What follows belongs to an exercise in optimizing a design on an open flow for small area, a short achievable clock period and few clock cycles per item; a production flow would make more cautious choices. At most, simulation tests tie the RTL to the original design; equivalence was not proved. Power and IR drop assume default switching activity.

==> v15 <==
==> flow/design.v (excerpt) <==
module pkt_buffer_top
(
    input  wire               clk,
    input  wire               rstn,
    input  wire               dp_wr_en,
    input  wire [ADDR_W-1:0]  dp_wr_addr,
    input  wire [DATA_W-1:0]  dp_wr_data,
    input  wire [KEEP_W-1:0]  dp_wr_keep,
    input  wire               dp_wr_last,
    input  wire [META_W-1:0]  dp_wr_meta,
    input  wire               dp_rd_en,
    input  wire [ADDR_W-1:0]  dp_rd_addr,
    output logic              out_valid,
    output logic [DATA_W-1:0] out_data,
    output logic [KEEP_W-1:0] out_keep,
    output logic              out_last,
    output logic [META_W-1:0] out_meta,
    input  wire               cpu_req_valid,
    input  logic [1:0]        cpu_req_op,
    input  wire [ADDR_W-1:0]  cpu_req_addr,
    input  wire [ENTRY_W-1:0] cpu_req_wdata,
    output logic               cpu_rsp_valid,
    output logic [1:0]         cpu_rsp_op,
    output logic [ENTRY_W-1:0] cpu_rsp_data
);
    localparam int NG = 1;               
    localparam int GR = DEPTH / NG;      
    logic               parked;
    logic [1:0]         hold_op;
    logic [ADDR_W-1:0]  hold_addr;
    logic [ENTRY_W-1:0] hold_wdata;
    logic [1:0]         s_op;
    logic [ADDR_W-1:0]  s_addr;
    logic [ENTRY_W-1:0] s_wdata;
    logic               issue;
    assign s_op    = parked ? hold_op    : cpu_req_op;
    assign s_addr  = parked ? hold_addr  : cpu_req_addr;
    assign s_wdata = parked ? hold_wdata : cpu_req_wdata;
    assign issue   = !dp_wr_en && (parked || cpu_req_valid);
    always_ff @(posedge clk)
    begin
        if (!rstn)
            parked <= 1'b0;
        else
            parked <= dp_wr_en && (parked || cpu_req_valid);
    end
    always_ff @(posedge clk)
    begin
        if (!parked)
        begin
            hold_op    <= cpu_req_op;
            hold_addr  <= cpu_req_addr;
            hold_wdata <= cpu_req_wdata;
        end
    end
    logic               pkt_we;
  ...
==> module pkt_buffer_top, before the edit <==
module pkt_buffer_top
(
    input  wire               clk,
    input  wire               rstn,
    input  wire               dp_wr_en,
    input  wire [ADDR_W-1:0]  dp_wr_addr,
    input  wire [DATA_W-1:0]  dp_wr_data,
    input  wire [KEEP_W-1:0]  dp_wr_keep,
    input  wire               dp_wr_last,
    input  wire [META_W-1:0]  dp_wr_meta,
    input  wire               dp_rd_en,
    input  wire [ADDR_W-1:0]  dp_rd_addr,
    output logic              out_valid,
    output logic [DATA_W-1:0] out_data,
    output logic [KEEP_W-1:0] out_keep,
    output logic              out_last,
    output logic [META_W-1:0] out_meta,
    input  wire               cpu_req_valid,
    input  logic [1:0]        cpu_req_op,
    input  wire [ADDR_W-1:0]  cpu_req_addr,
    input  wire [ENTRY_W-1:0] cpu_req_wdata,
    output logic               cpu_rsp_valid,
    output logic [1:0]         cpu_rsp_op,
    output logic [ENTRY_W-1:0] cpu_rsp_data
);
    localparam int NG = 1;               
    localparam int GR = DEPTH / NG;      
    logic               parked;
    logic [1:0]         hold_op;
    logic [ADDR_W-1:0]  hold_addr;
    logic [ENTRY_W-1:0] hold_wdata;
    logic [1:0]         s_op;
    logic [ADDR_W-1:0]  s_addr;
    logic [ENTRY_W-1:0] s_wdata;
    logic               issue;
    assign s_op    = parked ? hold_op    : cpu_req_op;
    assign s_addr  = parked ? hold_addr  : cpu_req_addr;
    assign s_wdata = parked ? hold_wdata : cpu_req_wdata;
    assign issue   = !dp_wr_en && (parked || cpu_req_valid);
    always_ff @(posedge clk)
    begin
        if (!rstn)
            parked <= 1'b0;
        else
            parked <= dp_wr_en && (parked || cpu_req_valid);
    end
    always_ff @(posedge clk)
    begin
        if (!parked)
        begin
            hold_op    <= cpu_req_op;
            hold_addr  <= cpu_req_addr;
            hold_wdata <= cpu_req_wdata;
        end
    end
    logic               pkt_we;
    logic               meta_we;
    logic [ADDR_W-1:0]  w_addr;
    logic [ENTRY_W-1:0] w_pkt;
    logic [META_W-1:0]  w_meta;
    assign pkt_we  = dp_wr_en || (issue && s_op == OP_PKT_WR);
    assign meta_we = dp_wr_en || (issue && s_op == OP_META_WR);
    assign w_addr  = dp_wr_en ? dp_wr_addr : s_addr;
    assign w_pkt   = dp_wr_en ? {dp_wr_last, dp_wr_keep, dp_wr_data} : s_wdata;
    assign w_meta  = dp_wr_en ? dp_wr_meta : s_wdata[META_W-1:0];
    logic [ENTRY_W-1:0] pkt_mem  [DEPTH];
    logic [META_W-1:0]  meta_mem [DEPTH];
    always_ff @(posedge clk)
    begin
        for (int r = 0; r < DEPTH; r++)
        begin
            if (pkt_we && w_addr == ADDR_W'(r))
                pkt_mem[r] <= w_pkt;
            if (meta_we && w_addr == ADDR_W'(r))
                meta_mem[r] <= w_meta;
        end
    end
    logic [ENTRY_W-1:0] dp_pt  [ADDR_W+1][DEPTH];
    logic [META_W-1:0]  dp_mt  [ADDR_W+1][DEPTH];
    logic [ENTRY_W-1:0] cpu_pt [ADDR_W+1][DEPTH];
    logic [META_W-1:0]  cpu_mt [ADDR_W+1][DEPTH];
    for (genvar r = 0; r < DEPTH; r++)
    begin : g_leaf
        assign dp_pt[0][r]  = pkt_mem[r];
        assign dp_mt[0][r]  = meta_mem[r];
        assign cpu_pt[0][r] = pkt_mem[r];
        assign cpu_mt[0][r] = meta_mem[r];
    end
    for (genvar l = 1; l <= ADDR_W; l++)
    begin : g_lvl
        for (genvar r = 0; r < (DEPTH >> l); r++)
        begin : g_node
            assign dp_pt[l][r]  = dp_rd_addr[l-1] ? dp_pt[l-1][2*r+1]  : dp_pt[l-1][2*r];
            assign dp_mt[l][r]  = dp_rd_addr[l-1] ? dp_mt[l-1][2*r+1]  : dp_mt[l-1][2*r];
            assign cpu_pt[l][r] = s_addr[l-1]     ? cpu_pt[l-1][2*r+1] : cpu_pt[l-1][2*r];
            assign cpu_mt[l][r] = s_addr[l-1]     ? cpu_mt[l-1][2*r+1] : cpu_mt[l-1][2*r];
        end
    end
    logic [ENTRY_W-1:0] dp_pkt_q;
    logic [META_W-1:0]  dp_meta_q;
    logic [ENTRY_W-1:0] cpu_q;
    always_ff @(posedge clk)
    begin
        dp_pkt_q  <= dp_pt[ADDR_W][0];
        dp_meta_q <= dp_mt[ADDR_W][0];
        unique case (s_op)
            OP_PKT_RD:  cpu_q <= cpu_pt[ADDR_W][0];
            OP_META_RD: cpu_q <= ENTRY_W'(cpu_mt[ADDR_W][0]);
            default:    cpu_q <= '0;
        endcase
    end
    always_ff @(posedge clk)
    begin
        if (!rstn)
        begin
            out_valid     <= 1'b0;
            cpu_rsp_valid <= 1'b0;
        end
        else
        begin
            out_valid     <= dp_rd_en;
            cpu_rsp_valid <= issue;
        end
    end
    always_ff @(posedge clk)
    begin
        cpu_rsp_op <= s_op;
    end
    assign {out_last, out_keep, out_data} = dp_pkt_q;
    assign out_meta     = dp_meta_q;
    assign cpu_rsp_data = cpu_q;
endmodule
clock: 5.5 ns
lec_check: 0
cap_margin: 20
core_margin: 2
core_utilization: 40
setup_slack_margin: 1.5
slew_margin: 20
synth_memory_max_bits: 16384
run.sh (not shown) runs the stock make flow with config.mk's settings and CLKGATE_MAP_FILE= SYNTH_SCRIPT=/design/flow/synth_recipe.tcl, a recipe that flattens the netlist after the stock synthesis.
==> inputs of v29, as changes to v15 <==
--- a/flow/design.v
+++ b/flow/design.v
@@ -39,8 +39,9 @@
     output logic [1:0]         cpu_rsp_op,
     output logic [ENTRY_W-1:0] cpu_rsp_data
 );
-    localparam int NG = 1;               
-    localparam int GR = DEPTH / NG;      
+    localparam int GB = 3;               
+    localparam int GR = 1 << GB;         
+    localparam int NG = DEPTH / GR;      
     logic               parked;
     logic [1:0]         hold_op;
     logic [ADDR_W-1:0]  hold_addr;
@@ -49,20 +50,27 @@
     logic [ADDR_W-1:0]  s_addr;
     logic [ENTRY_W-1:0] s_wdata;
     logic               issue;
+    logic               parked_wr;   
     assign s_op    = parked ? hold_op    : cpu_req_op;
     assign s_addr  = parked ? hold_addr  : cpu_req_addr;
-    assign s_wdata = parked ? hold_wdata : cpu_req_wdata;
+    assign s_wdata = parked_wr ? hold_wdata : cpu_req_wdata;
     assign issue   = !dp_wr_en && (parked || cpu_req_valid);
     always_ff @(posedge clk)
     begin
         if (!rstn)
-            parked <= 1'b0;
+        begin
+            parked    <= 1'b0;
+            parked_wr <= 1'b0;
+        end
         else
-            parked <= dp_wr_en && (parked || cpu_req_valid);
+        begin
+            parked    <= dp_wr_en && (parked || cpu_req_valid);
+            parked_wr <= dp_wr_en && (parked || cpu_req_valid) && s_op[0];
+        end
     end
     always_ff @(posedge clk)
     begin
-        if (!parked)
+        if (cpu_req_valid)
         begin
             hold_op    <= cpu_req_op;
             hold_addr  <= cpu_req_addr;
@@ -91,25 +99,44 @@
                 meta_mem[r] <= w_meta;
         end
     end
-    logic [ENTRY_W-1:0] dp_pt  [ADDR_W+1][DEPTH];
-    logic [META_W-1:0]  dp_mt  [ADDR_W+1][DEPTH];
-    logic [ENTRY_W-1:0] cpu_pt [ADDR_W+1][DEPTH];
-    logic [META_W-1:0]  cpu_mt [ADDR_W+1][DEPTH];
-    for (genvar r = 0; r < DEPTH; r++)
-    begin : g_leaf
-        assign dp_pt[0][r]  = pkt_mem[r];
-        assign dp_mt[0][r]  = meta_mem[r];
-        assign cpu_pt[0][r] = pkt_mem[r];
-        assign cpu_mt[0][r] = meta_mem[r];
+    logic [GR-1:0] dp_lo;        
+    logic [NG-1:0] dp_hi;        
+    logic [GR-1:0] cpu_lo;       
+    logic [NG-1:0] cpu_hi_p;     
+    logic [NG-1:0] cpu_hi_m;     
+    always_comb
+    begin
+        for (int j = 0; j < GR; j++)
+        begin
+            dp_lo[j]  = dp_rd_addr[GB-1:0] == GB'(j);
+            cpu_lo[j] = s_addr[GB-1:0] == GB'(j);
+        end
+        for (int k = 0; k < NG; k++)
+        begin
+            dp_hi[k]    = dp_rd_addr[ADDR_W-1:GB] == (ADDR_W-GB)'(k);
+            cpu_hi_p[k] = s_addr[ADDR_W-1:GB] == (ADDR_W-GB)'(k) && s_op == OP_PKT_RD;
+            cpu_hi_m[k] = s_addr[ADDR_W-1:GB] == (ADDR_W-GB)'(k) && s_op == OP_META_RD;
+        end
     end
-    for (genvar l = 1; l <= ADDR_W; l++)
-    begin : g_lvl
-        for (genvar r = 0; r < (DEPTH >> l); r++)
-        begin : g_node
-            assign dp_pt[l][r]  = dp_rd_addr[l-1] ? dp_pt[l-1][2*r+1]  : dp_pt[l-1][2*r];
-            assign dp_mt[l][r]  = dp_rd_addr[l-1] ? dp_mt[l-1][2*r+1]  : dp_mt[l-1][2*r];
-            assign cpu_pt[l][r] = s_addr[l-1]     ? cpu_pt[l-1][2*r+1] : cpu_pt[l-1][2*r];
-            assign cpu_mt[l][r] = s_addr[l-1]     ? cpu_mt[l-1][2*r+1] : cpu_mt[l-1][2*r];
+    logic [ENTRY_W-1:0] dp_pkt_grp  [NG];
+    logic [META_W-1:0]  dp_meta_grp [NG];
+    logic [ENTRY_W-1:0] cpu_pkt_grp [NG];
+    logic [META_W-1:0]  cpu_meta_grp[NG];
+    always_comb
+    begin
+        for (int k = 0; k < NG; k++)
+        begin
+            dp_pkt_grp[k]   = '0;
+            dp_meta_grp[k]  = '0;
+            cpu_pkt_grp[k]  = '0;
+            cpu_meta_grp[k] = '0;
+            for (int j = 0; j < GR; j++)
+            begin
+                dp_pkt_grp[k]   = dp_pkt_grp[k]   | ({ENTRY_W{dp_lo[j]}}  & pkt_mem[k * GR + j]);
+                dp_meta_grp[k]  = dp_meta_grp[k]  | ({META_W{dp_lo[j]}}   & meta_mem[k * GR + j]);
+                cpu_pkt_grp[k]  = cpu_pkt_grp[k]  | ({ENTRY_W{cpu_lo[j]}} & pkt_mem[k * GR + j]);
+                cpu_meta_grp[k] = cpu_meta_grp[k] | ({META_W{cpu_lo[j]}}  & meta_mem[k * GR + j]);
+            end
         end
     end
     logic [ENTRY_W-1:0] dp_pkt_q;
@@ -117,13 +144,22 @@
     logic [ENTRY_W-1:0] cpu_q;
     always_ff @(posedge clk)
     begin
-        dp_pkt_q  <= dp_pt[ADDR_W][0];
-        dp_meta_q <= dp_mt[ADDR_W][0];
-        unique case (s_op)
-            OP_PKT_RD:  cpu_q <= cpu_pt[ADDR_W][0];
-            OP_META_RD: cpu_q <= ENTRY_W'(cpu_mt[ADDR_W][0]);
-            default:    cpu_q <= '0;
-        endcase
+        logic [ENTRY_W-1:0] p;
+        logic [META_W-1:0]  m;
+        logic [ENTRY_W-1:0] c;
+        p = '0;
+        m = '0;
+        c = '0;
+        for (int k = 0; k < NG; k++)
+        begin
+            p = p | ({ENTRY_W{dp_hi[k]}} & dp_pkt_grp[k]);
+            m = m | ({META_W{dp_hi[k]}}  & dp_meta_grp[k]);
+            c = c | ({ENTRY_W{cpu_hi_p[k]}} & cpu_pkt_grp[k])
+                  | ENTRY_W'({META_W{cpu_hi_m[k]}} & cpu_meta_grp[k]);
+        end
+        dp_pkt_q  <= p;
+        dp_meta_q <= m;
+        cpu_q     <= c;
     end
     always_ff @(posedge clk)
     begin
==> flow/flow/run.sh (new file) <==
#!/bin/bash
# The standard layout (standard.sh: ORFS synthesis to finish) with three
# changes, each passed to ORFS through its own variables:
#  - before the first global placement, flow/upsize.tcl gives the plain
#    flip-flops (the output, response and request-state registers) drive
#    strength 4; the cell type stays the one synthesis gave them;
#  - the port buffers are buf_4 cells instead of the delay cell buffer_ports
#    picks by default (every port still gets its buffer);
#  - clock tree synthesis clusters up to 25 flip-flops per leaf buffer and
#    inserts no dummy loads.
# The make output goes to standard.log here; each ORFS step keeps its own log
# under orfs/logs.
set -euo pipefail
here=$(pwd)
export PRE_GLOBAL_PLACE_SKIP_IO_TCL="$here/flow/upsize.tcl"
export BUFFER_PORTS_ARGS="-buffer_cell sky130_fd_sc_hd__buf_4"
export CTS_ARGS="-sink_clustering_enable -repair_clock_nets -sink_clustering_size 25 -sink_clustering_max_diameter 100 -dont_use_dummy_load"
bash standard.sh > "$here/standard.log" 2>&1
==> flow/flow/upsize.tcl (new file) <==
# Give the output registers (and the other plain flip-flops of the design, the
# response and read data registers and the request state) the strongest drive
# strength of their cell, so that each drives its long net to an output
# buffer without a slow edge. Only the drive strength changes, never the type.
set n 0
foreach inst [[ord::get_db_block] getInsts] {
  if {[[$inst getMaster] getName] == "sky130_fd_sc_hd__dfxtp_1"} {
    replace_cell [$inst getName] sky130_fd_sc_hd__dfxtp_4
    incr n
  }
}
puts "upsize: $n flip-flops to dfxtp_4"
==> flow/standard.sh (new file) <==
#!/bin/bash
# synth_recipe.tcl (not shown) runs the flow's synth.tcl, then flattens the netlist and writes it again
# the make line also repeats each setting of config.mk as NAME=value (left out here)
make -C /OpenROAD-flow-scripts/flow DESIGN_CONFIG=/design/flow/config.mk WORK_HOME=/design/flow/orfs CLKGATE_MAP_FILE= SYNTH_SCRIPT=/design/flow/synth_recipe.tcl "${@:-finish}"
Settings changed: CORE_UTILIZATION 40 to 55, SETUP_SLACK_MARGIN 1.5 to 2.6, TNS_END_PERCENT set to 10.
removed: flow/run.sh
==> inputs of v32, as changes to v15 <==
--- a/flow/design.v
+++ b/flow/design.v
@@ -91,39 +91,34 @@
                 meta_mem[r] <= w_meta;
         end
     end
-    logic [ENTRY_W-1:0] dp_pt  [ADDR_W+1][DEPTH];
-    logic [META_W-1:0]  dp_mt  [ADDR_W+1][DEPTH];
-    logic [ENTRY_W-1:0] cpu_pt [ADDR_W+1][DEPTH];
-    logic [META_W-1:0]  cpu_mt [ADDR_W+1][DEPTH];
-    for (genvar r = 0; r < DEPTH; r++)
-    begin : g_leaf
-        assign dp_pt[0][r]  = pkt_mem[r];
-        assign dp_mt[0][r]  = meta_mem[r];
-        assign cpu_pt[0][r] = pkt_mem[r];
-        assign cpu_mt[0][r] = meta_mem[r];
-    end
-    for (genvar l = 1; l <= ADDR_W; l++)
-    begin : g_lvl
-        for (genvar r = 0; r < (DEPTH >> l); r++)
-        begin : g_node
-            assign dp_pt[l][r]  = dp_rd_addr[l-1] ? dp_pt[l-1][2*r+1]  : dp_pt[l-1][2*r];
-            assign dp_mt[l][r]  = dp_rd_addr[l-1] ? dp_mt[l-1][2*r+1]  : dp_mt[l-1][2*r];
-            assign cpu_pt[l][r] = s_addr[l-1]     ? cpu_pt[l-1][2*r+1] : cpu_pt[l-1][2*r];
-            assign cpu_mt[l][r] = s_addr[l-1]     ? cpu_mt[l-1][2*r+1] : cpu_mt[l-1][2*r];
-        end
-    end
-    logic [ENTRY_W-1:0] dp_pkt_q;
-    logic [META_W-1:0]  dp_meta_q;
-    logic [ENTRY_W-1:0] cpu_q;
+    logic [ENTRY_W-1:0] dp_pkt_part  [NG];
+    logic [META_W-1:0]  dp_meta_part [NG];
+    logic [ENTRY_W-1:0] cpu_part     [NG];
     always_ff @(posedge clk)
     begin
-        dp_pkt_q  <= dp_pt[ADDR_W][0];
-        dp_meta_q <= dp_mt[ADDR_W][0];
-        unique case (s_op)
-            OP_PKT_RD:  cpu_q <= cpu_pt[ADDR_W][0];
-            OP_META_RD: cpu_q <= ENTRY_W'(cpu_mt[ADDR_W][0]);
-            default:    cpu_q <= '0;
-        endcase
+        for (int g = 0; g < NG; g++)
+        begin
+            logic [ENTRY_W-1:0] p;
+            logic [META_W-1:0]  m;
+            logic [ENTRY_W-1:0] c;
+            p = '0;
+            m = '0;
+            c = '0;
+            for (int k = 0; k < GR; k++)
+            begin
+                logic rs, cp, cm;
+                rs = dp_rd_addr == ADDR_W'(g * GR + k);
+                cp = s_addr == ADDR_W'(g * GR + k) && s_op == OP_PKT_RD;
+                cm = s_addr == ADDR_W'(g * GR + k) && s_op == OP_META_RD;
+                p = p | ({ENTRY_W{rs}} & pkt_mem[g * GR + k]);
+                m = m | ({META_W{rs}} & meta_mem[g * GR + k]);
+                c = c | ({ENTRY_W{cp}} & pkt_mem[g * GR + k])
+                      | ENTRY_W'({META_W{cm}} & meta_mem[g * GR + k]);
+            end
+            dp_pkt_part[g]  <= p;
+            dp_meta_part[g] <= m;
+            cpu_part[g]     <= c;
+        end
     end
     always_ff @(posedge clk)
     begin
@@ -142,8 +137,23 @@
     begin
         cpu_rsp_op <= s_op;
     end
-    assign {out_last, out_keep, out_data} = dp_pkt_q;
-    assign out_meta     = dp_meta_q;
-    assign cpu_rsp_data = cpu_q;
+    always_comb
+    begin
+        logic [ENTRY_W-1:0] p;
+        logic [META_W-1:0]  m;
+        logic [ENTRY_W-1:0] c;
+        p = '0;
+        m = '0;
+        c = '0;
+        for (int g = 0; g < NG; g++)
+        begin
+            p = p | dp_pkt_part[g];
+            m = m | dp_meta_part[g];
+            c = c | cpu_part[g];
+        end
+        {out_last, out_keep, out_data} = p;
+        out_meta     = m;
+        cpu_rsp_data = c;
+    end
 endmodule
 `default_nettype wire
Settings changed: CORE_UTILIZATION 40 to 55, CTS_BUF_LIST set to sky130_fd_sc_hd__clkbuf_8, CTS_CLUSTER_SIZE set to 30.
==> run summary <==
v15 ran to the end with no violations. v32 ended with an error in global routing (GRT-0116). v29 completed without violations.
Synthesized area, lowest first: v32, v29, v15.
Between v15 and v29, the lower die area is in v29 (gap 55%, measured against v29).
Against v29, the flip-flop and latch count of v15 is lower by 3.
Between v15 and v29, the lower total power is in v29 (gap about 30%, measured against v29).
In v29 the maximum frequency is higher than in v15, by about 24%.
==> figures <==
Internal cell power: v15 93980 uW; v32 -; v29 73190 uW
VDD IR-drop max: v15 0.3407 mV; v32 -; v29 0.3241 mV
Worst skew pair latency: v15 1.23 ns; v32 -; v29 1.12 ns
Netlist area before placement: v15 323900 um2; v32 284500 um2; v29 286900 um2
End point of the critical path: v15 cpu_q[8]; v32 -; v29 dp_pkt_q[2]
Syn Nets: v15 22799; v32 18173; v29 18623
Switching portion of total power: v15 25.83%; v32 -; v29 25.44%
Library cell contributing the largest single delay on the critical path: v15 sky130_fd_sc_hd__nor3_4; v32 -; v29 sky130_fd_sc_hd__nand3b_1
Initial core utilization: v15 40.13%; v32 55.14%; v29 55.15%
Outcome: v15 timing/DRC/antenna clean; v32 stopped before the end; v29 timing/DRC/antenna clean
Last stage reached: v15 -; v32 global routing; v29 -
Detailed Route Iter0 Violations: v15 39747; v32 -; v29 57618
Testbench counts of v15, summed over its fixed seeds: cycles 6,972, requests 4,800.
Testbench counts of v29, summed over its fixed seeds: cycles 6,972, requests 4,800.
Only the layout flow was run in v32; the RTL was not checked for function there.

## afterwards: timing with drivers on the ports
Ports are ideal in the flow. The routed layouts listed here were re-timed in OpenROAD. Step 1: set_driving_cell puts a clkbuf_16 on clk and a buf_2 on each other input, an assumption about the parent block. Step 2 adds t to the input delays and takes it off the output delays; t is the mean of the earliest and latest rising clock arrival at the registers after step 1. Input paths then give back, and output paths get back, about the clock's delay inside the block. a / b / c = no drivers / after step 1 / after step 2; a / b = the first two.
| run | t (ns) | setup WS [ns] | hold slack, ns | worst setup path at the end | slew at the worst register clock pin (ns) |
|---|---|---|---|---|---|
| v15 | 1.353 | 1.303 / 1.303 / 0.151 | 0.466 / 0.327 / 0.468 | input to register | 0.07 / 0.07 |
| v29 | 1.199 | 2.107 / 2.056 / 0.857 | 0.164 / 0.051 / 0.582 | input to register | 0.11 / 0.11 |
After both steps every run listed still meets setup and hold. For v29, which loses most, drivers alone change the setup slack by -0.051 ns; drivers and shift together by -1.250 ns.
